From an optimization exercise on the open Yosys and OpenROAD flow, aimed at small area; shortcuts taken in it are not production practice. RTL that was checked went through simulation tests only; none was proved equivalent to the original. The RTL of run 2 was laid out without a check of its function.

## flow/design.v (module list and top-level ports; edited modules follow where they fit)
// module fft_mag2_pipe: 885 lines
// module fft_peak_detect: 76 lines
// module fft_peak_cmp: 21 lines
module fft_peak_detect
#(
  parameter int DATA_W = fft_peak_detect_pkg::FPD_DATA_W,
  parameter int FFT_N  = 1024,
  parameter int IDX_W  = fft_peak_detect_pkg::FPD_IDX_W
) (
  input  logic                sys_clk,
  input  logic                sys_rst,
  input  logic [DATA_W-1:0]   s_re,
  input  logic [DATA_W-1:0]   s_im,
  input  logic                s_valid,
  input  logic                s_last,
  output logic                s_ready,
  output logic [IDX_W-1:0]    peak_idx,
  output logic [2*DATA_W-1:0] peak_pow,
  output logic                peak_valid,
  output logic                frame_err,
  output logic                busy
);
  // ...
==> flow/flow/run.sh <==
#!/bin/bash
set -euo pipefail
RES=orfs/results/sky130hd/fft_peak_detect/base
bash standard.sh synth > synth.log 2>&1
cp $RES/1_2_yosys.v yosys_std.v
python3 flow/faflip.py yosys_std.v $RES/1_2_yosys.v > faflip.log 2>&1
rm -f $RES/1_synth.odb
export PRE_GLOBAL_PLACE_TCL="$PWD/flow/ports.tcl"
export CTS_ARGS="-sink_clustering_enable -repair_clock_nets -buf_list sky130_fd_sc_hd__clkbuf_8 -dont_use_dummy_load"
bash standard.sh > layout.log 2>&1
==> flow/flow/ports.tcl <==
# Port buffers: every input gets a sky130_fd_sc_hd__buf_2 (they fan out to many gates),
# outputs the smallest plain buffer.
rename buffer_ports my_orig_buffer_ports
proc buffer_ports {args} {
  my_orig_buffer_ports -inputs -buffer_cell sky130_fd_sc_hd__buf_2
  my_orig_buffer_ports -outputs -buffer_cell sky130_fd_sc_hd__buf_1
}
==> flow/standard.sh <==
#!/bin/bash
# synth_recipe.tcl (not shown) runs the flow's synth.tcl, then flattens the netlist and writes it again
# the make line also repeats each setting of config.mk as NAME=value (left out here)
make -C /OpenROAD-flow-scripts/flow DESIGN_CONFIG=/design/flow/config.mk WORK_HOME=/design/flow/orfs CLKGATE_MAP_FILE= SYNTH_SCRIPT=/design/flow/synth_recipe.tcl "${@:-finish}"
==> flow/config.mk <==
export PLATFORM = sky130hd
export DESIGN_NAME = fft_peak_detect
export DESIGN_NICKNAME = fft_peak_detect
export VERILOG_FILES = /design/flow/design.v
export SDC_FILE = /design/flow/constraint.sdc
export NUM_CORES = 4
export LEC_CHECK = 0
export CAP_MARGIN = 0
export CORE_MARGIN = 2
export CORE_UTILIZATION = 84
export CTS_BUF_LIST = sky130_fd_sc_hd__clkbuf_8
export GPL_TIMING_DRIVEN = 0
export SLEW_MARGIN = 0
==> flow/constraint.sdc <==
create_clock -name core_clock -period 10.0 [get_ports {sys_clk}]
set_input_delay 2.0000 -clock core_clock [delete_from_list [all_inputs] [get_ports {sys_clk}]]
set_output_delay 2.0000 -clock core_clock [all_outputs]
set_load 0.01 [all_outputs]
Not shown: flow/flow/faflip.py
==> impl_metrics.toml, run 1 <==
[global_routing]
grt_pass1_wl_um = 42700
gr-usage-met3_pct = 12.5
grt.total_usage_pct = 42.3
grt_antenna_before_repair = 0
met2_usage_pct = 69.8

[setup_path]
critical_path_required_ns = 10.04
cpMostUsedCell = "fa_1"
arrival_ns = 9.40
crit_path_end = "run_pow_q[18]"
startpoint_type = "input port"
crit_start = "s_im[2]"
worst_setup_path_end_kind = "flip-flop"
max_stage_delay_ns = 0.58

[clock_network]
cts_setup_buffers = 0
clock_latency_ns = 0.37
cts_resized = 0
path_clk_slew_ns = 0.07

[place]
detailedPlace.worstSlack_ns = 0.347
port_buffers = 80

[hold_path]
min_from = "run_idx_q[0]"
worst_hold_path.num_cells = 1

[layout]
fillers = 491
multi_input_area_share_pct = 68.8
seq_cells = 95
layout_commonest_cell = "nand2_1"
multi_input_area_sq_um = 7820
register_area_sq_um = 2590
dominant_cells = "multi-input gates"
finish.utilization_pct = 90.8

[timing]
whs_ns = 0.471
setup_viol = 0
maxSlewViolCount = 0

[run_status]
status = "timing/DRC/antenna clean"

[drt]
wl_per_cell_um = 21.8
drtAntennaViolNets = 0
wl_met3_um = 3560
via_count = 8329

[die]
io_pins = 82
die_h_um = 117

[logic_synthesis]
synth_nets = 1239
yosys_warnings = 1
==> module fft_mag2_pipe, before the edit <==
module fft_mag2_pipe
#(
  parameter int DATA_W = fft_peak_detect_pkg::FPD_DATA_W
) (
  input  logic [DATA_W-1:0]     in_re,
  input  logic [DATA_W-1:0]     in_im,
  output logic [2*DATA_W-1:0]   out_pow
);
  wire [15:0] a = in_re;
  wire [15:0] b = in_im;
  wire w0 = a[0] & a[1];
  wire w1 = a[0] & a[2];
  wire w2 = a[0] & a[3];
  wire w3 = a[0] & a[4];
  wire w4 = a[0] & a[5];
  wire w5 = a[0] & a[6];
  wire w6 = a[0] & a[7];
  wire w7 = a[0] & a[8];
  wire w8 = a[0] & a[9];
  wire w9 = a[0] & a[10];
  wire w10 = a[0] & a[11];
  wire w11 = a[0] & a[12];
  wire w12 = a[0] & a[13];
  wire w13 = a[0] & a[14];
  wire w14 = ~(a[15] & a[0]);
  wire w15 = a[1] & a[2];
  wire w16 = a[1] & a[3];
  wire w17 = a[1] & a[4];
  wire w18 = a[1] & a[5];
  wire w19 = a[1] & a[6];
  wire w20 = a[1] & a[7];
  wire w21 = a[1] & a[8];
  wire w22 = a[1] & a[9];
  wire w23 = a[1] & a[10];
  wire w24 = a[1] & a[11];
  wire w25 = a[1] & a[12];
  wire w26 = a[1] & a[13];
  wire w27 = a[1] & a[14];
  wire w28 = ~(a[15] & a[1]);
  wire w29 = a[2] & a[3];
  wire w30 = a[2] & a[4];
  wire w31 = a[2] & a[5];
  wire w32 = a[2] & a[6];
  wire w33 = a[2] & a[7];
  wire w34 = a[2] & a[8];
  wire w35 = a[2] & a[9];
  wire w36 = a[2] & a[10];
  wire w37 = a[2] & a[11];
  wire w38 = a[2] & a[12];
  wire w39 = a[2] & a[13];
  wire w40 = a[2] & a[14];
  wire w41 = ~(a[15] & a[2]);
  wire w42 = a[3] & a[4];
  wire w43 = a[3] & a[5];
  wire w44 = a[3] & a[6];
  wire w45 = a[3] & a[7];
  wire w46 = a[3] & a[8];
  wire w47 = a[3] & a[9];
  wire w48 = a[3] & a[10];
  wire w49 = a[3] & a[11];
  wire w50 = a[3] & a[12];
  wire w51 = a[3] & a[13];
  wire w52 = a[3] & a[14];
  wire w53 = ~(a[15] & a[3]);
  wire w54 = a[4] & a[5];
  wire w55 = a[4] & a[6];
  wire w56 = a[4] & a[7];
  wire w57 = a[4] & a[8];
  wire w58 = a[4] & a[9];
  wire w59 = a[4] & a[10];
  wire w60 = a[4] & a[11];
  wire w61 = a[4] & a[12];
  wire w62 = a[4] & a[13];
  wire w63 = a[4] & a[14];
  wire w64 = ~(a[15] & a[4]);
  wire w65 = a[5] & a[6];
  wire w66 = a[5] & a[7];
  wire w67 = a[5] & a[8];
  wire w68 = a[5] & a[9];
  wire w69 = a[5] & a[10];
  wire w70 = a[5] & a[11];
  wire w71 = a[5] & a[12];
  wire w72 = a[5] & a[13];
  wire w73 = a[5] & a[14];
  wire w74 = ~(a[15] & a[5]);
  wire w75 = a[6] & a[7];
  wire w76 = a[6] & a[8];
  wire w77 = a[6] & a[9];
  wire w78 = a[6] & a[10];
  wire w79 = a[6] & a[11];
  wire w80 = a[6] & a[12];
  wire w81 = a[6] & a[13];
  wire w82 = a[6] & a[14];
  wire w83 = ~(a[15] & a[6]);
  wire w84 = a[7] & a[8];
  wire w85 = a[7] & a[9];
  wire w86 = a[7] & a[10];
  wire w87 = a[7] & a[11];
  wire w88 = a[7] & a[12];
  wire w89 = a[7] & a[13];
  wire w90 = a[7] & a[14];
  wire w91 = ~(a[15] & a[7]);
  wire w92 = a[8] & a[9];
  wire w93 = a[8] & a[10];
  wire w94 = a[8] & a[11];
  wire w95 = a[8] & a[12];
  wire w96 = a[8] & a[13];
  wire w97 = a[8] & a[14];
  wire w98 = ~(a[15] & a[8]);
  wire w99 = a[9] & a[10];
  wire w100 = a[9] & a[11];
  wire w101 = a[9] & a[12];
  wire w102 = a[9] & a[13];
  wire w103 = a[9] & a[14];
  wire w104 = ~(a[15] & a[9]);
  wire w105 = a[10] & a[11];
  wire w106 = a[10] & a[12];
  wire w107 = a[10] & a[13];
  wire w108 = a[10] & a[14];
  wire w109 = ~(a[15] & a[10]);
  wire w110 = a[11] & a[12];
  wire w111 = a[11] & a[13];
  wire w112 = a[11] & a[14];
  wire w113 = ~(a[15] & a[11]);
  wire w114 = a[12] & a[13];
  wire w115 = a[12] & a[14];
  wire w116 = ~(a[15] & a[12]);
  wire w117 = a[13] & a[14];
  wire w118 = ~(a[15] & a[13]);
  wire w119 = ~(a[15] & a[14]);
  wire w120 = b[0] & b[1];
  wire w121 = b[0] & b[2];
  wire w122 = b[0] & b[3];
  wire w123 = b[0] & b[4];
  wire w124 = b[0] & b[5];
  wire w125 = b[0] & b[6];
  wire w126 = b[0] & b[7];
  wire w127 = b[0] & b[8];
  wire w128 = b[0] & b[9];
  wire w129 = b[0] & b[10];
  wire w130 = b[0] & b[11];
  wire w131 = b[0] & b[12];
  wire w132 = b[0] & b[13];
  wire w133 = b[0] & b[14];
  wire w134 = ~(b[15] & b[0]);
  wire w135 = b[1] & b[2];
  wire w136 = b[1] & b[3];
  wire w137 = b[1] & b[4];
  wire w138 = b[1] & b[5];
  wire w139 = b[1] & b[6];
  wire w140 = b[1] & b[7];
  wire w141 = b[1] & b[8];
  wire w142 = b[1] & b[9];
  wire w143 = b[1] & b[10];
  wire w144 = b[1] & b[11];
  wire w145 = b[1] & b[12];
  wire w146 = b[1] & b[13];
  wire w147 = b[1] & b[14];
  wire w148 = ~(b[15] & b[1]);
  wire w149 = b[2] & b[3];
  wire w150 = b[2] & b[4];
  wire w151 = b[2] & b[5];
  wire w152 = b[2] & b[6];
  wire w153 = b[2] & b[7];
  wire w154 = b[2] & b[8];
  wire w155 = b[2] & b[9];
  wire w156 = b[2] & b[10];
  wire w157 = b[2] & b[11];
  wire w158 = b[2] & b[12];
  wire w159 = b[2] & b[13];
  wire w160 = b[2] & b[14];
  wire w161 = ~(b[15] & b[2]);
  wire w162 = b[3] & b[4];
  wire w163 = b[3] & b[5];
  wire w164 = b[3] & b[6];
  wire w165 = b[3] & b[7];
  wire w166 = b[3] & b[8];
  wire w167 = b[3] & b[9];
  wire w168 = b[3] & b[10];
  wire w169 = b[3] & b[11];
  wire w170 = b[3] & b[12];
  wire w171 = b[3] & b[13];
  wire w172 = b[3] & b[14];
  wire w173 = ~(b[15] & b[3]);
  wire w174 = b[4] & b[5];
  wire w175 = b[4] & b[6];
  wire w176 = b[4] & b[7];
  wire w177 = b[4] & b[8];
  wire w178 = b[4] & b[9];
  wire w179 = b[4] & b[10];
  wire w180 = b[4] & b[11];
  wire w181 = b[4] & b[12];
  wire w182 = b[4] & b[13];
  wire w183 = b[4] & b[14];
  wire w184 = ~(b[15] & b[4]);
  wire w185 = b[5] & b[6];
  wire w186 = b[5] & b[7];
  wire w187 = b[5] & b[8];
  wire w188 = b[5] & b[9];
  wire w189 = b[5] & b[10];
  wire w190 = b[5] & b[11];
  wire w191 = b[5] & b[12];
  wire w192 = b[5] & b[13];
  wire w193 = b[5] & b[14];
  wire w194 = ~(b[15] & b[5]);
  wire w195 = b[6] & b[7];
  wire w196 = b[6] & b[8];
  wire w197 = b[6] & b[9];
  wire w198 = b[6] & b[10];
  wire w199 = b[6] & b[11];
  wire w200 = b[6] & b[12];
  wire w201 = b[6] & b[13];
  wire w202 = b[6] & b[14];
  wire w203 = ~(b[15] & b[6]);
  wire w204 = b[7] & b[8];
  wire w205 = b[7] & b[9];
  wire w206 = b[7] & b[10];
  wire w207 = b[7] & b[11];
  wire w208 = b[7] & b[12];
  wire w209 = b[7] & b[13];
  wire w210 = b[7] & b[14];
  wire w211 = ~(b[15] & b[7]);
  wire w212 = b[8] & b[9];
  wire w213 = b[8] & b[10];
  wire w214 = b[8] & b[11];
  wire w215 = b[8] & b[12];
  wire w216 = b[8] & b[13];
  wire w217 = b[8] & b[14];
  wire w218 = ~(b[15] & b[8]);
  wire w219 = b[9] & b[10];
  wire w220 = b[9] & b[11];
  wire w221 = b[9] & b[12];
  wire w222 = b[9] & b[13];
  wire w223 = b[9] & b[14];
  wire w224 = ~(b[15] & b[9]);
  wire w225 = b[10] & b[11];
  wire w226 = b[10] & b[12];
  wire w227 = b[10] & b[13];
  wire w228 = b[10] & b[14];
  wire w229 = ~(b[15] & b[10]);
  wire w230 = b[11] & b[12];
  wire w231 = b[11] & b[13];
  wire w232 = b[11] & b[14];
  wire w233 = ~(b[15] & b[11]);
  wire w234 = b[12] & b[13];
  wire w235 = b[12] & b[14];
  wire w236 = ~(b[15] & b[12]);
  wire w237 = b[13] & b[14];
  wire w238 = ~(b[15] & b[13]);
  wire w239 = ~(b[15] & b[14]);
  wire w240 = w10 ^ w23;
  wire w241 = w10 & w23;
  wire w242, w243;
  assign {w243, w242} = w12 + w25 + w37;
  wire w244 = w48 ^ w58;
  wire w245 = w48 & w58;
  wire w246, w247;
  assign {w247, w246} = w13 + w26 + w38;
  wire w248 = w49 ^ w59;
  wire w249 = w49 & w59;
  wire w250, w251;
  assign {w251, w250} = w14 + w27 + w39;
  wire w252, w253;
  assign {w253, w252} = w50 + w60 + w69;
  wire w254, w255;
  assign {w255, w254} = w77 + w84 + a[8];
  wire w256 = w134 ^ w147;
  wire w257 = w134 & w147;
  wire w258, w259;
  assign {w259, w258} = w28 + w40 + w51;
  wire w260, w261;
  assign {w261, w260} = w61 + w70 + w78;
  wire w262, w263;
  assign {w263, w262} = w85 + w148 + w160;
  wire w264, w265;
  assign {w265, w264} = w41 + w52 + w62;
  wire w266, w267;
  assign {w267, w266} = w71 + w79 + w86;
  wire w268, w269;
  assign {w269, w268} = w92 + a[9] + w161;
  wire w270, w271;
  assign {w271, w270} = w53 + w63 + w72;
  wire w272, w273;
  assign {w273, w272} = w64 + w73 + w81;
  wire w274 = w6 ^ w19;
  wire w275 = w6 & w19;
  wire w276, w277;
  assign {w277, w276} = w8 + w21 + w33;
  wire w278 = w44 ^ w54;
  wire w279 = w44 & w54;
  wire w280, w281;
  assign {w281, w280} = w9 + w22 + w34;
  wire w282 = w45 ^ w55;
  wire w283 = w45 & w55;
  wire w284, w285;
  assign {w285, w284} = w35 + w46 + w56;
  wire w286, w287;
  assign {w287, w286} = w65 + a[6] + w130;
  wire w288, w289;
  assign {w289, w288} = w143 + w155 + w166;
  wire w290, w291;
  assign {w291, w290} = w11 + w24 + w36;
  wire w292, w293;
  assign {w293, w292} = w47 + w57 + w66;
  wire w294, w295;
  assign {w295, w294} = w131 + w144 + w156;
  wire w296 = w167 ^ w177;
  wire w297 = w167 & w177;
  wire w298, w299;
  assign {w299, w298} = w67 + w75 + a[7];
  wire w300, w301;
  assign {w301, w300} = w132 + w145 + w157;
  wire w302, w303;
  assign {w303, w302} = w168 + w178 + w187;
  wire w304, w305;
  assign {w305, w304} = w195 + b[7] + w242;
  wire w306, w307;
  assign {w307, w306} = w68 + w76 + w133;
  wire w308, w309;
  assign {w309, w308} = w146 + w158 + w169;
  wire w310, w311;
  assign {w311, w310} = w179 + w188 + w196;
  wire w312, w313;
  assign {w313, w312} = w246 + w248 + w243;
  wire w314, w315;
  assign {w315, w314} = w159 + w170 + w180;
  wire w316, w317;
  assign {w317, w316} = w189 + w197 + w204;
  wire w318, w319;
  assign {w319, w318} = b[8] + w250 + w252;
  wire w320, w321;
  assign {w321, w320} = w254 + w256 + w247;
  wire w322, w323;
  assign {w323, w322} = w171 + w181 + w190;
  wire w324, w325;
  assign {w325, w324} = w198 + w205 + 1'b1;
  wire w326, w327;
  assign {w327, w326} = w258 + w260 + w262;
  wire w328, w329;
  assign {w329, w328} = w251 + w253 + w255;
  wire w330, w331;
  assign {w331, w330} = w172 + w182 + w191;
  wire w332, w333;
  assign {w333, w332} = w199 + w206 + w212;
  wire w334, w335;
  assign {w335, w334} = b[9] + w264 + w266;
  wire w336, w337;
  assign {w337, w336} = w268 + w259 + w261;
  wire w338, w339;
  assign {w339, w338} = w80 + w87 + w93;
  wire w340, w341;
  assign {w341, w340} = w173 + w183 + w192;
  wire w342, w343;
  assign {w343, w342} = w200 + w207 + w213;
  wire w344, w345;
  assign {w345, w344} = w270 + w265 + w267;
  wire w346, w347;
  assign {w347, w346} = w88 + w94 + w99;
  wire w348, w349;
  assign {w349, w348} = a[10] + w184 + w193;
  wire w350, w351;
  assign {w351, w350} = w201 + w208 + w214;
  wire w352, w353;
  assign {w353, w352} = w219 + b[10] + w272;
  wire w354, w355;
  assign {w355, w354} = w74 + w82 + w89;
  wire w356, w357;
  assign {w357, w356} = w95 + w100 + w194;
  wire w358, w359;
  assign {w359, w358} = w202 + w209 + w215;
  wire w360, w361;
  assign {w361, w360} = w83 + w90 + w96;
  wire w362, w363;
  assign {w363, w362} = w101 + w105 + a[11];
  wire w364, w365;
  assign {w365, w364} = w203 + w210 + w216;
  wire w366, w367;
  assign {w367, w366} = w91 + w97 + w102;
  wire w368, w369;
  assign {w369, w368} = w98 + w103 + w107;
  wire w370, w371;
  assign {w371, w370} = w4 + w17 + w29;
  wire w372 = w5 ^ w18;
  wire w373 = w5 & w18;
  wire w374, w375;
  assign {w375, w374} = w31 + w42 + a[4];
  wire w376, w377;
  assign {w377, w376} = w126 + w139 + w151;
  wire w378, w379;
  assign {w379, w378} = w7 + w20 + w32;
  wire w380, w381;
  assign {w381, w380} = w43 + w127 + w140;
  wire w382 = w152 ^ w163;
  wire w383 = w152 & w163;
  wire w384, w385;
  assign {w385, w384} = a[5] + w128 + w141;
  wire w386, w387;
  assign {w387, w386} = w153 + w164 + w174;
  wire w388, w389;
  assign {w389, w388} = b[5] + w276 + w278;
  wire w390, w391;
  assign {w391, w390} = w129 + w142 + w154;
  wire w392, w393;
  assign {w393, w392} = w165 + w175 + w280;
  wire w394, w395;
  assign {w395, w394} = w282 + w277 + w279;
  wire w396, w397;
  assign {w397, w396} = w176 + w185 + b[6];
  wire w398, w399;
  assign {w399, w398} = w240 + w284 + w286;
  wire w400, w401;
  assign {w401, w400} = w288 + w281 + w283;
  wire w402, w403;
  assign {w403, w402} = w186 + w241 + w290;
  wire w404, w405;
  assign {w405, w404} = w292 + w294 + w296;
  wire w406, w407;
  assign {w407, w406} = w285 + w287 + w289;
  wire w408, w409;
  assign {w409, w408} = w244 + w298 + w300;
  wire w410, w411;
  assign {w411, w410} = w302 + w304 + w291;
  wire w412, w413;
  assign {w413, w412} = w293 + w295 + w297;
  wire w414, w415;
  assign {w415, w414} = w245 + w306 + w308;
  wire w416, w417;
  assign {w417, w416} = w310 + w312 + w299;
  wire w418, w419;
  assign {w419, w418} = w301 + w303 + w305;
  wire w420, w421;
  assign {w421, w420} = w249 + w314 + w316;
  wire w422, w423;
  assign {w423, w422} = w318 + w320 + w307;
  wire w424, w425;
  assign {w425, w424} = w309 + w311 + w313;
  wire w426, w427;
  assign {w427, w426} = w257 + w322 + w324;
  wire w428, w429;
  assign {w429, w428} = w326 + w328 + w315;
  wire w430, w431;
  assign {w431, w430} = w317 + w319 + w321;
  wire w432, w433;
  assign {w433, w432} = w263 + w330 + w332;
  wire w434, w435;
  assign {w435, w434} = w334 + w336 + w323;
  wire w436, w437;
  assign {w437, w436} = w325 + w327 + w329;
  wire w438, w439;
  assign {w439, w438} = w269 + w338 + w340;
  wire w440, w441;
  assign {w441, w440} = w342 + w344 + w331;
  wire w442, w443;
  assign {w443, w442} = w333 + w335 + w337;
  wire w444, w445;
  assign {w445, w444} = w271 + w346 + w348;
  wire w446, w447;
  assign {w447, w446} = w350 + w352 + w339;
  wire w448, w449;
  assign {w449, w448} = w341 + w343 + w345;
  wire w450, w451;
  assign {w451, w450} = w220 + w273 + w354;
  wire w452, w453;
  assign {w453, w452} = w356 + w358 + w347;
  wire w454, w455;
  assign {w455, w454} = w349 + w351 + w353;
  wire w456, w457;
  assign {w457, w456} = w221 + w225 + b[11];
  wire w458, w459;
  assign {w459, w458} = w360 + w362 + w364;
  wire w460, w461;
  assign {w461, w460} = w355 + w357 + w359;
  wire w462, w463;
  assign {w463, w462} = w106 + w211 + w217;
  wire w464, w465;
  assign {w465, w464} = w222 + w226 + w366;
  wire w466, w467;
  assign {w467, w466} = w361 + w363 + w365;
  wire w468, w469;
  assign {w469, w468} = w110 + a[12] + w218;
  wire w470, w471;
  assign {w471, w470} = w223 + w227 + w230;
  wire w472, w473;
  assign {w473, w472} = b[12] + w368 + w367;
  wire w474, w475;
  assign {w475, w474} = w104 + w108 + w111;
  wire w476, w477;
  assign {w477, w476} = w224 + w228 + w231;
  wire w478, w479;
  assign {w479, w478} = w109 + w112 + w114;
  wire w480, w481;
  assign {w481, w480} = a[13] + w229 + w232;
  wire w482, w483;
  assign {w483, w482} = w2 + w15 + a[2];
  wire w484 = w3 ^ w16;
  wire w485 = w3 & w16;
  wire w486, w487;
  assign {w487, w486} = a[3] + w124 + w137;
  wire w488 = w149 ^ b[3];
  wire w489 = w149 & b[3];
  wire w490, w491;
  assign {w491, w490} = w30 + w125 + w138;
  wire w492, w493;
  assign {w493, w492} = w150 + w372 + w371;
  wire w494, w495;
  assign {w495, w494} = w162 + b[4] + w274;
  wire w496, w497;
  assign {w497, w496} = w374 + w376 + w373;
  wire w498, w499;
  assign {w499, w498} = w275 + w378 + w380;
  wire w500, w501;
  assign {w501, w500} = w382 + w375 + w377;
  wire w502, w503;
  assign {w503, w502} = w384 + w386 + w388;
  wire w504, w505;
  assign {w505, w504} = w379 + w381 + w383;
  wire w506, w507;
  assign {w507, w506} = w390 + w392 + w394;
  wire w508, w509;
  assign {w509, w508} = w385 + w387 + w389;
  wire w510, w511;
  assign {w511, w510} = w396 + w398 + w400;
  wire w512, w513;
  assign {w513, w512} = w391 + w393 + w395;
  wire w514, w515;
  assign {w515, w514} = w402 + w404 + w406;
  wire w516, w517;
  assign {w517, w516} = w397 + w399 + w401;
  wire w518, w519;
  assign {w519, w518} = w408 + w410 + w412;
  wire w520, w521;
  assign {w521, w520} = w403 + w405 + w407;
  wire w522, w523;
  assign {w523, w522} = w414 + w416 + w418;
  wire w524, w525;
  assign {w525, w524} = w409 + w411 + w413;
  wire w526, w527;
  assign {w527, w526} = w420 + w422 + w424;
  wire w528, w529;
  assign {w529, w528} = w415 + w417 + w419;
  wire w530, w531;
  assign {w531, w530} = w426 + w428 + w430;
  wire w532, w533;
  assign {w533, w532} = w421 + w423 + w425;
  wire w534, w535;
  assign {w535, w534} = w432 + w434 + w436;
  wire w536, w537;
  assign {w537, w536} = w427 + w429 + w431;
  wire w538, w539;
  assign {w539, w538} = w438 + w440 + w442;
  wire w540, w541;
  assign {w541, w540} = w433 + w435 + w437;
  wire w542, w543;
  assign {w543, w542} = w444 + w446 + w448;
  wire w544, w545;
  assign {w545, w544} = w439 + w441 + w443;
  wire w546, w547;
  assign {w547, w546} = w450 + w452 + w454;
  wire w548, w549;
  assign {w549, w548} = w445 + w447 + w449;
  wire w550, w551;
  assign {w551, w550} = w456 + w458 + w460;
  wire w552, w553;
  assign {w553, w552} = w451 + w453 + w455;
  wire w554, w555;
  assign {w555, w554} = w462 + w464 + w466;
  wire w556, w557;
  assign {w557, w556} = w457 + w459 + w461;
  wire w558, w559;
  assign {w559, w558} = w468 + w470 + w472;
  wire w560, w561;
  assign {w561, w560} = w463 + w465 + w467;
  wire w562, w563;
  assign {w563, w562} = w369 + w474 + w476;
  wire w564, w565;
  assign {w565, w564} = w469 + w471 + w473;
  wire w566, w567;
  assign {w567, w566} = w234 + b[13] + w478;
  wire w568, w569;
  assign {w569, w568} = w480 + w475 + w477;
  wire w570, w571;
  assign {w571, w570} = w113 + w115 + w233;
  wire w572, w573;
  assign {w573, w572} = w235 + w479 + w481;
  wire w574, w575;
  assign {w575, w574} = w116 + w117 + a[14];
  wire w576, w577;
  assign {w577, w576} = w236 + w237 + b[14];
  wire w578 = w0 ^ a[1];
  wire w579 = w0 & a[1];
  wire w580 = w122 ^ w135;
  wire w581 = w122 & w135;
  wire w582, w583;
  assign {w583, w582} = w123 + w136 + w484;
  wire w584, w585;
  assign {w585, w584} = w370 + w486 + w488;
  wire w586, w587;
  assign {w587, w586} = w490 + w492 + w487;
  wire w588, w589;
  assign {w589, w588} = w494 + w496 + w491;
  wire w590, w591;
  assign {w591, w590} = w498 + w500 + w495;
  wire w592, w593;
  assign {w593, w592} = w502 + w504 + w499;
  wire w594, w595;
  assign {w595, w594} = w506 + w508 + w503;
  wire w596, w597;
  assign {w597, w596} = w510 + w512 + w507;
  wire w598, w599;
  assign {w599, w598} = w514 + w516 + w511;
  wire w600, w601;
  assign {w601, w600} = w518 + w520 + w515;
  wire w602, w603;
  assign {w603, w602} = w522 + w524 + w519;
  wire w604, w605;
  assign {w605, w604} = w526 + w528 + w523;
  wire w606, w607;
  assign {w607, w606} = w530 + w532 + w527;
  wire w608, w609;
  assign {w609, w608} = w534 + w536 + w531;
  wire w610, w611;
  assign {w611, w610} = w538 + w540 + w535;
  wire w612, w613;
  assign {w613, w612} = w542 + w544 + w539;
  wire w614, w615;
  assign {w615, w614} = w546 + w548 + w543;
  wire w616, w617;
  assign {w617, w616} = w550 + w552 + w547;
  wire w618, w619;
  assign {w619, w618} = w554 + w556 + w551;
  wire w620, w621;
  assign {w621, w620} = w558 + w560 + w555;
  wire w622, w623;
  assign {w623, w622} = w562 + w564 + w559;
  wire w624, w625;
  assign {w625, w624} = w566 + w568 + w563;
  wire w626, w627;
  assign {w627, w626} = w570 + w572 + w567;
  wire w628, w629;
  assign {w629, w628} = w574 + w576 + w571;
  wire w630, w631;
  assign {w631, w630} = w118 + w238 + w575;
  wire w632, w633;
  assign {w633, w632} = w119 + a[15] + w239;
  wire w634 = w120 ^ b[1];
  wire w635 = w120 & b[1];
  wire w636, w637;
  assign {w637, w636} = w1 + w121 + w579;
  wire w638, w639;
  assign {w639, w638} = b[2] + w482 + w580;
  wire w640, w641;
  assign {w641, w640} = w483 + w582 + w581;
  wire w642, w643;
  assign {w643, w642} = w485 + w584 + w583;
  wire w644, w645;
  assign {w645, w644} = w489 + w586 + w585;
  wire w646, w647;
  assign {w647, w646} = w493 + w588 + w587;
  wire w648, w649;
  assign {w649, w648} = w497 + w590 + w589;
  wire w650, w651;
  assign {w651, w650} = w501 + w592 + w591;
  wire w652, w653;
  assign {w653, w652} = w505 + w594 + w593;
  wire w654, w655;
  assign {w655, w654} = w509 + w596 + w595;
  wire w656, w657;
  assign {w657, w656} = w513 + w598 + w597;
  wire w658, w659;
  assign {w659, w658} = w517 + w600 + w599;
  wire w660, w661;
  assign {w661, w660} = w521 + w602 + w601;
  wire w662, w663;
  assign {w663, w662} = w525 + w604 + w603;
  wire w664, w665;
  assign {w665, w664} = w529 + w606 + w605;
  wire w666, w667;
  assign {w667, w666} = w533 + w608 + w607;
  wire w668, w669;
  assign {w669, w668} = w537 + w610 + w609;
  wire w670, w671;
  assign {w671, w670} = w541 + w612 + w611;
  wire w672, w673;
  assign {w673, w672} = w545 + w614 + w613;
  wire w674, w675;
  assign {w675, w674} = w549 + w616 + w615;
  wire w676, w677;
  assign {w677, w676} = w553 + w618 + w617;
  wire w678, w679;
  assign {w679, w678} = w557 + w620 + w619;
  wire w680, w681;
  assign {w681, w680} = w561 + w622 + w621;
  wire w682, w683;
  assign {w683, w682} = w565 + w624 + w623;
  wire w684, w685;
  assign {w685, w684} = w569 + w626 + w625;
  wire w686, w687;
  assign {w687, w686} = w573 + w628 + w627;
  wire w688, w689;
  assign {w689, w688} = w577 + w630 + w629;
  wire w690, w691;
  assign {w691, w690} = b[15] + w632 + w631;
  wire [31:0] ra = {w633, w690, w688, w686, w684, w682, w680, w678, w676, w674, w672, w670, w668, w666, w664, w662, w660, w658, w656, w654, w652, w650, w648, w646, w644, w642, w640, w638, w636, w578, 1'b0, a[0]};
  wire [31:0] rb = {w691, w689, w687, w685, w683, w681, w679, w677, w675, w673, w671, w669, w667, w665, w663, w661, w659, w657, w655, w653, w651, w649, w647, w645, w643, w641, w639, w637, w635, w634, 1'b0, b[0]};
  wire w692 = ra[0] ^ rb[0];
  wire w693 = ra[0] & rb[0];
  wire w694, w695;
  assign {w695, w694} = ra[1] + rb[1] + w693;
  wire w696, w697;
  assign {w697, w696} = ra[2] + rb[2] + w695;
  wire w698, w699;
  assign {w699, w698} = ra[3] + rb[3] + w697;
  wire w700, w701;
  assign {w701, w700} = ra[4] + rb[4] + w699;
  wire w702, w703;
  assign {w703, w702} = ra[5] + rb[5] + w701;
  wire w704 = ra[6] & rb[6];
  wire w705 = ra[7] & rb[7];
  wire w706 = ra[8] & rb[8];
  wire w707 = ra[9] & rb[9];
  wire w708 = ra[10] & rb[10];
  wire w709 = ra[11] & rb[11];
  wire w710 = ra[12] & rb[12];
  wire w711 = ra[13] & rb[13];
  wire w712 = ra[14] & rb[14];
  wire w713 = ra[15] & rb[15];
  wire w714 = ra[16] & rb[16];
  wire w715 = ra[17] & rb[17];
  wire w716 = ra[18] & rb[18];
  wire w717 = ra[19] & rb[19];
  wire w718 = ra[20] & rb[20];
  wire w719 = ra[21] & rb[21];
  wire w720 = ra[22] & rb[22];
  wire w721 = ra[23] & rb[23];
  wire w722 = ra[24] & rb[24];
  wire w723 = ra[25] & rb[25];
  wire w724 = ra[26] & rb[26];
  wire w725 = ra[27] & rb[27];
  wire w726 = ra[28] & rb[28];
  wire w727 = ra[29] & rb[29];
  wire w728 = ra[30] & rb[30];
  wire w729 = ra[31] & rb[31];
  wire w730 = ra[6] ^ rb[6];
  wire w731 = ra[7] ^ rb[7];
  wire w732 = ra[8] ^ rb[8];
  wire w733 = ra[9] ^ rb[9];
  wire w734 = ra[10] ^ rb[10];
  wire w735 = ra[11] ^ rb[11];
  wire w736 = ra[12] ^ rb[12];
  wire w737 = ra[13] ^ rb[13];
  wire w738 = ra[14] ^ rb[14];
  wire w739 = ra[15] ^ rb[15];
  wire w740 = ra[16] ^ rb[16];
  wire w741 = ra[17] ^ rb[17];
  wire w742 = ra[18] ^ rb[18];
  wire w743 = ra[19] ^ rb[19];
  wire w744 = ra[20] ^ rb[20];
  wire w745 = ra[21] ^ rb[21];
  wire w746 = ra[22] ^ rb[22];
  wire w747 = ra[23] ^ rb[23];
  wire w748 = ra[24] ^ rb[24];
  wire w749 = ra[25] ^ rb[25];
  wire w750 = ra[26] ^ rb[26];
  wire w751 = ra[27] ^ rb[27];
  wire w752 = ra[28] ^ rb[28];
  wire w753 = ra[29] ^ rb[29];
  wire w754 = ra[30] ^ rb[30];
  wire w755 = ra[31] ^ rb[31];
  wire w756 = w704 | (w730 & w703);
  wire w757 = w705 | (w731 & w756);
  wire w758 = w731 & w730;
  wire w759 = w707 | (w733 & w706);
  wire w760 = w733 & w732;
  wire w761 = w709 | (w735 & w708);
  wire w762 = w735 & w734;
  wire w763 = w711 | (w737 & w710);
  wire w764 = w737 & w736;
  wire w765 = w713 | (w739 & w712);
  wire w766 = w739 & w738;
  wire w767 = w715 | (w741 & w714);
  wire w768 = w741 & w740;
  wire w769 = w717 | (w743 & w716);
  wire w770 = w743 & w742;
  wire w771 = w719 | (w745 & w718);
  wire w772 = w745 & w744;
  wire w773 = w721 | (w747 & w720);
  wire w774 = w747 & w746;
  wire w775 = w723 | (w749 & w722);
  wire w776 = w749 & w748;
  wire w777 = w725 | (w751 & w724);
  wire w778 = w751 & w750;
  wire w779 = w727 | (w753 & w726);
  wire w780 = w753 & w752;
  wire w781 = w729 | (w755 & w728);
  wire w782 = w755 & w754;
  wire w783 = w759 | (w760 & w757);
  wire w784 = w760 & w758;
  wire w785 = w763 | (w764 & w761);
  wire w786 = w764 & w762;
  wire w787 = w767 | (w768 & w765);
  wire w788 = w768 & w766;
  wire w789 = w771 | (w772 & w769);
  wire w790 = w772 & w770;
  wire w791 = w775 | (w776 & w773);
  wire w792 = w776 & w774;
  wire w793 = w779 | (w780 & w777);
  wire w794 = w780 & w778;
  wire w795 = w785 | (w786 & w783);
  wire w796 = w786 & w784;
  wire w797 = w789 | (w790 & w787);
  wire w798 = w790 & w788;
  wire w799 = w793 | (w794 & w791);
  wire w800 = w794 & w792;
  wire w801 = w797 | (w798 & w795);
  wire w802 = w798 & w796;
  wire w803 = w799 | (w800 & w801);
  wire w804 = w800 & w802;
  wire w805 = w787 | (w788 & w795);
  wire w806 = w788 & w796;
  wire w807 = w791 | (w792 & w801);
  wire w808 = w792 & w802;
  wire w809 = w761 | (w762 & w783);
  wire w810 = w762 & w784;
  wire w811 = w765 | (w766 & w795);
  wire w812 = w766 & w796;
  wire w813 = w769 | (w770 & w805);
  wire w814 = w770 & w806;
  wire w815 = w773 | (w774 & w801);
  wire w816 = w774 & w802;
  wire w817 = w777 | (w778 & w807);
  wire w818 = w778 & w808;
  wire w819 = w781 | (w782 & w803);
  wire w820 = w782 & w804;
  wire w821 = w706 | (w732 & w757);
  wire w822 = w732 & w758;
  wire w823 = w708 | (w734 & w783);
  wire w824 = w734 & w784;
  wire w825 = w710 | (w736 & w809);
  wire w826 = w736 & w810;
  wire w827 = w712 | (w738 & w795);
  wire w828 = w738 & w796;
  wire w829 = w714 | (w740 & w811);
  wire w830 = w740 & w812;
  wire w831 = w716 | (w742 & w805);
  wire w832 = w742 & w806;
  wire w833 = w718 | (w744 & w813);
  wire w834 = w744 & w814;
  wire w835 = w720 | (w746 & w801);
  wire w836 = w746 & w802;
  wire w837 = w722 | (w748 & w815);
  wire w838 = w748 & w816;
  wire w839 = w724 | (w750 & w807);
  wire w840 = w750 & w808;
  wire w841 = w726 | (w752 & w817);
  wire w842 = w752 & w818;
  wire w843 = w728 | (w754 & w803);
  wire w844 = w754 & w804;
  wire w845 = w730 ^ w703;
  wire w846 = w731 ^ w756;
  wire w847 = w732 ^ w757;
  wire w848 = w733 ^ w821;
  wire w849 = w734 ^ w783;
  wire w850 = w735 ^ w823;
  wire w851 = w736 ^ w809;
  wire w852 = w737 ^ w825;
  wire w853 = w738 ^ w795;
  wire w854 = w739 ^ w827;
  wire w855 = w740 ^ w811;
  wire w856 = w741 ^ w829;
  wire w857 = w742 ^ w805;
  wire w858 = w743 ^ w831;
  wire w859 = w744 ^ w813;
  wire w860 = w745 ^ w833;
  wire w861 = w746 ^ w801;
  wire w862 = w747 ^ w835;
  wire w863 = w748 ^ w815;
  wire w864 = w749 ^ w837;
  wire w865 = w750 ^ w807;
  wire w866 = w751 ^ w839;
  wire w867 = w752 ^ w817;
  wire w868 = w753 ^ w841;
  wire w869 = w754 ^ w803;
  wire w870 = w755 ^ w843;
  assign out_pow = {w870, w869, w868, w867, w866, w865, w864, w863, w862, w861, w860, w859, w858, w857, w856, w855, w854, w853, w852, w851, w850, w849, w848, w847, w846, w845, w702, w700, w698, w696, w694, w692};
endmodule
==> run 2: changes to the inputs <==
--- a/flow/design.v
+++ b/flow/design.v
@@ -807,93 +807,119 @@
   wire w781 = w729 | (w755 & w728);
   wire w782 = w755 & w754;
-  wire w783 = w759 | (w760 & w757);
-  wire w784 = w760 & w758;
-  wire w785 = w763 | (w764 & w761);
-  wire w786 = w764 & w762;
-  wire w787 = w767 | (w768 & w765);
-  wire w788 = w768 & w766;
-  wire w789 = w771 | (w772 & w769);
-  wire w790 = w772 & w770;
-  wire w791 = w775 | (w776 & w773);
-  wire w792 = w776 & w774;
-  wire w793 = w779 | (w780 & w777);
-  wire w794 = w780 & w778;
-  wire w795 = w785 | (w786 & w783);
-  wire w796 = w786 & w784;
-  wire w797 = w789 | (w790 & w787);
-  wire w798 = w790 & w788;
-  wire w799 = w793 | (w794 & w791);
-  wire w800 = w794 & w792;
-  wire w801 = w797 | (w798 & w795);
-  wire w802 = w798 & w796;
-  wire w803 = w799 | (w800 & w801);
-  wire w804 = w800 & w802;
-  wire w805 = w787 | (w788 & w795);
-  wire w806 = w788 & w796;
-  wire w807 = w791 | (w792 & w801);
-  wire w808 = w792 & w802;
-  wire w809 = w761 | (w762 & w783);
-  wire w810 = w762 & w784;
-  wire w811 = w765 | (w766 & w795);
-  wire w812 = w766 & w796;
-  wire w813 = w769 | (w770 & w805);
-  wire w814 = w770 & w806;
-  wire w815 = w773 | (w774 & w801);
-  wire w816 = w774 & w802;
-  wire w817 = w777 | (w778 & w807);
-  wire w818 = w778 & w808;
-  wire w819 = w781 | (w782 & w803);
-  wire w820 = w782 & w804;
-  wire w821 = w706 | (w732 & w757);
-  wire w822 = w732 & w758;
-  wire w823 = w708 | (w734 & w783);
-  wire w824 = w734 & w784;
-  wire w825 = w710 | (w736 & w809);
-  wire w826 = w736 & w810;
-  wire w827 = w712 | (w738 & w795);
-  wire w828 = w738 & w796;
-  wire w829 = w714 | (w740 & w811);
-  wire w830 = w740 & w812;
-  wire w831 = w716 | (w742 & w805);
-  wire w832 = w742 & w806;
-  wire w833 = w718 | (w744 & w813);
-  wire w834 = w744 & w814;
-  wire w835 = w720 | (w746 & w801);
-  wire w836 = w746 & w802;
-  wire w837 = w722 | (w748 & w815);
-  wire w838 = w748 & w816;
-  wire w839 = w724 | (w750 & w807);
-  wire w840 = w750 & w808;
-  wire w841 = w726 | (w752 & w817);
-  wire w842 = w752 & w818;
-  wire w843 = w728 | (w754 & w803);
-  wire w844 = w754 & w804;
-  wire w845 = w730 ^ w703;
-  wire w846 = w731 ^ w756;
-  wire w847 = w732 ^ w757;
-  wire w848 = w733 ^ w821;
-  wire w849 = w734 ^ w783;
-  wire w850 = w735 ^ w823;
-  wire w851 = w736 ^ w809;
-  wire w852 = w737 ^ w825;
-  wire w853 = w738 ^ w795;
-  wire w854 = w739 ^ w827;
-  wire w855 = w740 ^ w811;
-  wire w856 = w741 ^ w829;
-  wire w857 = w742 ^ w805;
-  wire w858 = w743 ^ w831;
-  wire w859 = w744 ^ w813;
-  wire w860 = w745 ^ w833;
-  wire w861 = w746 ^ w801;
-  wire w862 = w747 ^ w835;
-  wire w863 = w748 ^ w815;
-  wire w864 = w749 ^ w837;
-  wire w865 = w750 ^ w807;
-  wire w866 = w751 ^ w839;
-  wire w867 = w752 ^ w817;
-  wire w868 = w753 ^ w841;
-  wire w869 = w754 ^ w803;
-  wire w870 = w755 ^ w843;
-  assign out_pow = {w870, w869, w868, w867, w866, w865, w864, w863, w862, w861, w860, w859, w858, w857, w856, w855, w854, w853, w852, w851, w850, w849, w848, w847, w846, w845, w702, w700, w698, w696, w694, w692};
+  wire w783 = w706 | (w732 & w757);
+  wire w784 = w732 & w758;
+  wire w785 = w759 | (w760 & w757);
+  wire w786 = w760 & w758;
+  wire w787 = w710 | (w736 & w761);
+  wire w788 = w736 & w762;
+  wire w789 = w763 | (w764 & w761);
+  wire w790 = w764 & w762;
+  wire w791 = w714 | (w740 & w765);
+  wire w792 = w740 & w766;
+  wire w793 = w767 | (w768 & w765);
+  wire w794 = w768 & w766;
+  wire w795 = w718 | (w744 & w769);
+  wire w796 = w744 & w770;
+  wire w797 = w771 | (w772 & w769);
+  wire w798 = w772 & w770;
+  wire w799 = w722 | (w748 & w773);
+  wire w800 = w748 & w774;
+  wire w801 = w775 | (w776 & w773);
+  wire w802 = w776 & w774;
+  wire w803 = w726 | (w752 & w777);
+  wire w804 = w752 & w778;
+  wire w805 = w779 | (w780 & w777);
+  wire w806 = w780 & w778;
+  wire w807 = w708 | (w734 & w785);
+  wire w808 = w734 & w786;
+  wire w809 = w761 | (w762 & w785);
+  wire w810 = w762 & w786;
+  wire w811 = w787 | (w788 & w785);
+  wire w812 = w788 & w786;
+  wire w813 = w789 | (w790 & w785);
+  wire w814 = w790 & w786;
+  wire w815 = w716 | (w742 & w793);
+  wire w816 = w742 & w794;
+  wire w817 = w769 | (w770 & w793);
+  wire w818 = w770 & w794;
+  wire w819 = w795 | (w796 & w793);
+  wire w820 = w796 & w794;
+  wire w821 = w797 | (w798 & w793);
+  wire w822 = w798 & w794;
+  wire w823 = w724 | (w750 & w801);
+  wire w824 = w750 & w802;
+  wire w825 = w777 | (w778 & w801);
+  wire w826 = w778 & w802;
+  wire w827 = w803 | (w804 & w801);
+  wire w828 = w804 & w802;
+  wire w829 = w805 | (w806 & w801);
+  wire w830 = w806 & w802;
+  wire w831 = w712 | (w738 & w813);
+  wire w832 = w738 & w814;
+  wire w833 = w765 | (w766 & w813);
+  wire w834 = w766 & w814;
+  wire w835 = w791 | (w792 & w813);
+  wire w836 = w792 & w814;
+  wire w837 = w793 | (w794 & w813);
+  wire w838 = w794 & w814;
+  wire w839 = w815 | (w816 & w813);
+  wire w840 = w816 & w814;
+  wire w841 = w817 | (w818 & w813);
+  wire w842 = w818 & w814;
+  wire w843 = w819 | (w820 & w813);
+  wire w844 = w820 & w814;
+  wire w845 = w821 | (w822 & w813);
+  wire w846 = w822 & w814;
+  wire w847 = w728 | (w754 & w829);
+  wire w848 = w754 & w830;
+  wire w849 = w781 | (w782 & w829);
+  wire w850 = w782 & w830;
+  wire w851 = w720 | (w746 & w845);
+  wire w852 = w746 & w846;
+  wire w853 = w773 | (w774 & w845);
+  wire w854 = w774 & w846;
+  wire w855 = w799 | (w800 & w845);
+  wire w856 = w800 & w846;
+  wire w857 = w801 | (w802 & w845);
+  wire w858 = w802 & w846;
+  wire w859 = w823 | (w824 & w845);
+  wire w860 = w824 & w846;
+  wire w861 = w825 | (w826 & w845);
+  wire w862 = w826 & w846;
+  wire w863 = w827 | (w828 & w845);
+  wire w864 = w828 & w846;
+  wire w865 = w829 | (w830 & w845);
+  wire w866 = w830 & w846;
+  wire w867 = w847 | (w848 & w845);
+  wire w868 = w848 & w846;
+  wire w869 = w849 | (w850 & w845);
+  wire w870 = w850 & w846;
+  wire w871 = w730 ^ w703;
+  wire w872 = w731 ^ w756;
+  wire w873 = w732 ^ w757;
+  wire w874 = w733 ^ w783;
+  wire w875 = w734 ^ w785;
+  wire w876 = w735 ^ w807;
+  wire w877 = w736 ^ w809;
+  wire w878 = w737 ^ w811;
+  wire w879 = w738 ^ w813;
+  wire w880 = w739 ^ w831;
+  wire w881 = w740 ^ w833;
+  wire w882 = w741 ^ w835;
+  wire w883 = w742 ^ w837;
+  wire w884 = w743 ^ w839;
+  wire w885 = w744 ^ w841;
+  wire w886 = w745 ^ w843;
+  wire w887 = w746 ^ w845;
+  wire w888 = w747 ^ w851;
+  wire w889 = w748 ^ w853;
+  wire w890 = w749 ^ w855;
+  wire w891 = w750 ^ w857;
+  wire w892 = w751 ^ w859;
+  wire w893 = w752 ^ w861;
+  wire w894 = w753 ^ w863;
+  wire w895 = w754 ^ w865;
+  wire w896 = w755 ^ w867;
+  assign out_pow = {w896, w895, w894, w893, w892, w891, w890, w889, w888, w887, w886, w885, w884, w883, w882, w881, w880, w879, w878, w877, w876, w875, w874, w873, w872, w871, w702, w700, w698, w696, w694, w692};
 endmodule
 `default_nettype wire
==> run 2 against run 1 <==
  * Still clean
  * Critical path depth rose by 4
  * First-iteration DRC count rose by 19%
  * Register-to-register slack got worse by 0.33 ns
  * Clock-buffer cell count did not move
  * Hold slack improved by 0.014 ns
  * Global-route usage rose by 6.4 points
  * Sequential share of layout area fell by 0.59 points
  * Largest cell class unchanged
==> impl_metrics.toml, run 2 <==
[setup_path]
cp_max_fo = 19
worst_setup_path_end_kind = "flip-flop"
arrival_ns = 9.78
critPathKind = "input port to flip-flop"
path_depth = 27
startpoint_type = "input port"
crit_family = "adder cells"
critical_path_required_ns = 10.05
cpMostUsedCell = "fa_1"
reg2reg_slack_ns = 6.23
timing.rr.end = "run_pow_q[1]"
r2r_start = "run_pow_q[14]"
ff2ff_path_depth = 13
slowest_stage = "fa_1"
max_stage_delay_ns = 0.62
critical_path_buf_inv_count = 3

[timing]
maxSlewViolCount = 0
final.min_clock_period_ns = 9.74
fmax_mhz = 103
rsz0062_at_grt = "false"
slew-limit-headroom_pct = 10.6
clock_skew_ns = 0.0179
timing.final.crit_share_pct = 97.4
worst_pin_slew_ns = 1.34
setup_viol = 0
final_hold_viol_count = 0
fin_ws_ns = 0.263
whs_ns = 0.485

[drt]
drc_errors = 0
wl_um = 30600
drtIter0Drc = 1216
via_count = 9086
wl_per_cell_um = 23.8
dr.pass1.iters = 7
viasPerCell = 7.07
drtAntennaViolNets = 0

[layout]
instances_no_fill = 1286
final_cell_mix = "237 x nand2_1, 219 x fa_1, 72 x inv_1"
layout_commonest_cell = "nand2_1"
fin_nets = 1374
antenna_cells = 0
syn_to_final_growth_pct = 7.05
reg_top3 = "peak_pow_q: 32 flops, run_pow_q: 32 flops, cnt_q: 10 flops"
drive_above_1_share_pct = 6.37

[die]
start_util_pct = 86.4
dieArea_sq_um = 13900
fp.coreArea_sq_um = 12600
io_pins = 82
die_h_um = 118
die_w_um = 118
num_rows = 41

[clock_network]
ctsHoldBuffers = 0
cts_inserted_buffers = 9
cts_sinks = 95
cts-root-buf = "clkbuf_8"
path_clk_slew_ns = 0.08
h-tree-depth = 3
cts.path.max_buffers = 2
cts_tree = "built"
clock_latency_ns = 0.35

[global_routing]
gr-usage-met3_pct = 15.4
grt_pass1_vias = 10300
grt_max_degree = 54
grt_pass1_wl_um = 51900
met2_usage_pct = 79.7
busiest_layer = "met2"
grt_antenna_before_repair = 0
grt_util_met1_pct = 57.7
grt.overflow.total = 0
grt.total_usage_pct = 48.7

[logic_synthesis]
yosys_warnings = 1
syn_area_per_cell_sq_um = 10.7
postSynthCellCount = 1018
synthesis.area_sq_um = 10900
synth_nets = 1276

[run]
drv_cap = 0

[hold_path]
min_to = "peak_idx_q[1]"
worst_hold_path.num_cells = 1
hold_class = "flip-flop to flip-flop"
min_from = "run_idx_q[1]"

[place]
routabilityCongestion = 0.890
dp.cells = 1275
port_buffers = 80
detailedPlace.worstSlack_ns = -0.241
dp_hpwl_um = 21800

[run_status]
status = "timing/DRC/antenna clean"
run 2: worst register-to-register path: cells and delay by family (launching register included):
family	cells	cell delay, ns
AOI/OAI and AO/OA	10	2.37
buffers and inverters	2	0.44
DFF	1	0.45
and+or+nand+nor	1	0.20
run 2: per-layer routing:
metal	share of wire, %	vias to the layer above
met5	0	-
met4	7.7	0
met3	12	253
met2	50	837
met1	30	4418
li1	-	3578
run 2: area by class of cell:
type / instances / area, sq um
Sequential cell: 95 / 2590
Buffer: 1 / 7.51
Multi-Input combinational cell: 850 / 8050
Tap cell: 172 / 215
Fill cell: 480 / 951
Clock buffer: 9 / 124
Timing Repair Buffer: 87 / 412
Inverter: 72 / 270
run 2: worst max-delay path by stage:
stage | end | start | slack (ns)
after global routing | run_pow_q[1] | s_re[0] | 0.02
final | run_pow_q[1] | s_re[8] | 0.26
after floorplan | run_idx_q[0] | s_re[2] | 0.15
after CTS | run_pow_q[1] | s_re[8] | 0.07
after detailed placement | run_pow_q[8] | s_re[8] | -0.24
after global placement | run_pow_q[9] | s_re[8] | -1.54
run 2: repair_timing:
action / CTS / global route
setup buffers: 0 / 2
gates resized for setup: 0 / 1
endpoints found under the setup margin: 0 / 33
hold endpoints to repair: 0 / 0
run 2: metrics by stage:
step                      TNS [ns]  area (sq um)  utilization (%)
after floorplan                  0         10900                -
after global placement      -63.09         11500             90.8
after detailed placement     -4.99         11500             91.3
after CTS                        0         11600             92.3
after global routing             0         11700             92.5
final                            0         11700             92.5

-- separate check: timing with driven ports --
The results above use ideal ports. As a check the final layouts listed here were re-extracted and re-timed, cells and wires unchanged. Step 1 assumes that a clkbuf_16 drives the clock port and a buf_2 every other input. Step 2, shift: input delay + t, output delay - t, t = (earliest + latest rising clock arrival at the registers) / 2. This alone moves slack from input paths to output paths. a / b / c = ideal ports / drivers / drivers and shift; a / b = the first two.
run | t (ns) | slack for setup (ns) | pins driven straight from the clock port
run 1 | 0.385 | 0.639 / 0.648 / 0.264 | 1
run 2 | 0.377 | 0.263 / 0.268 / -0.109 | 1
Met with ideal ports but missed after step 2: setup timing in run 2. The setup slack of run 1, which loses most, moves by +0.009 ns with the drivers and by -0.375 ns with both steps.
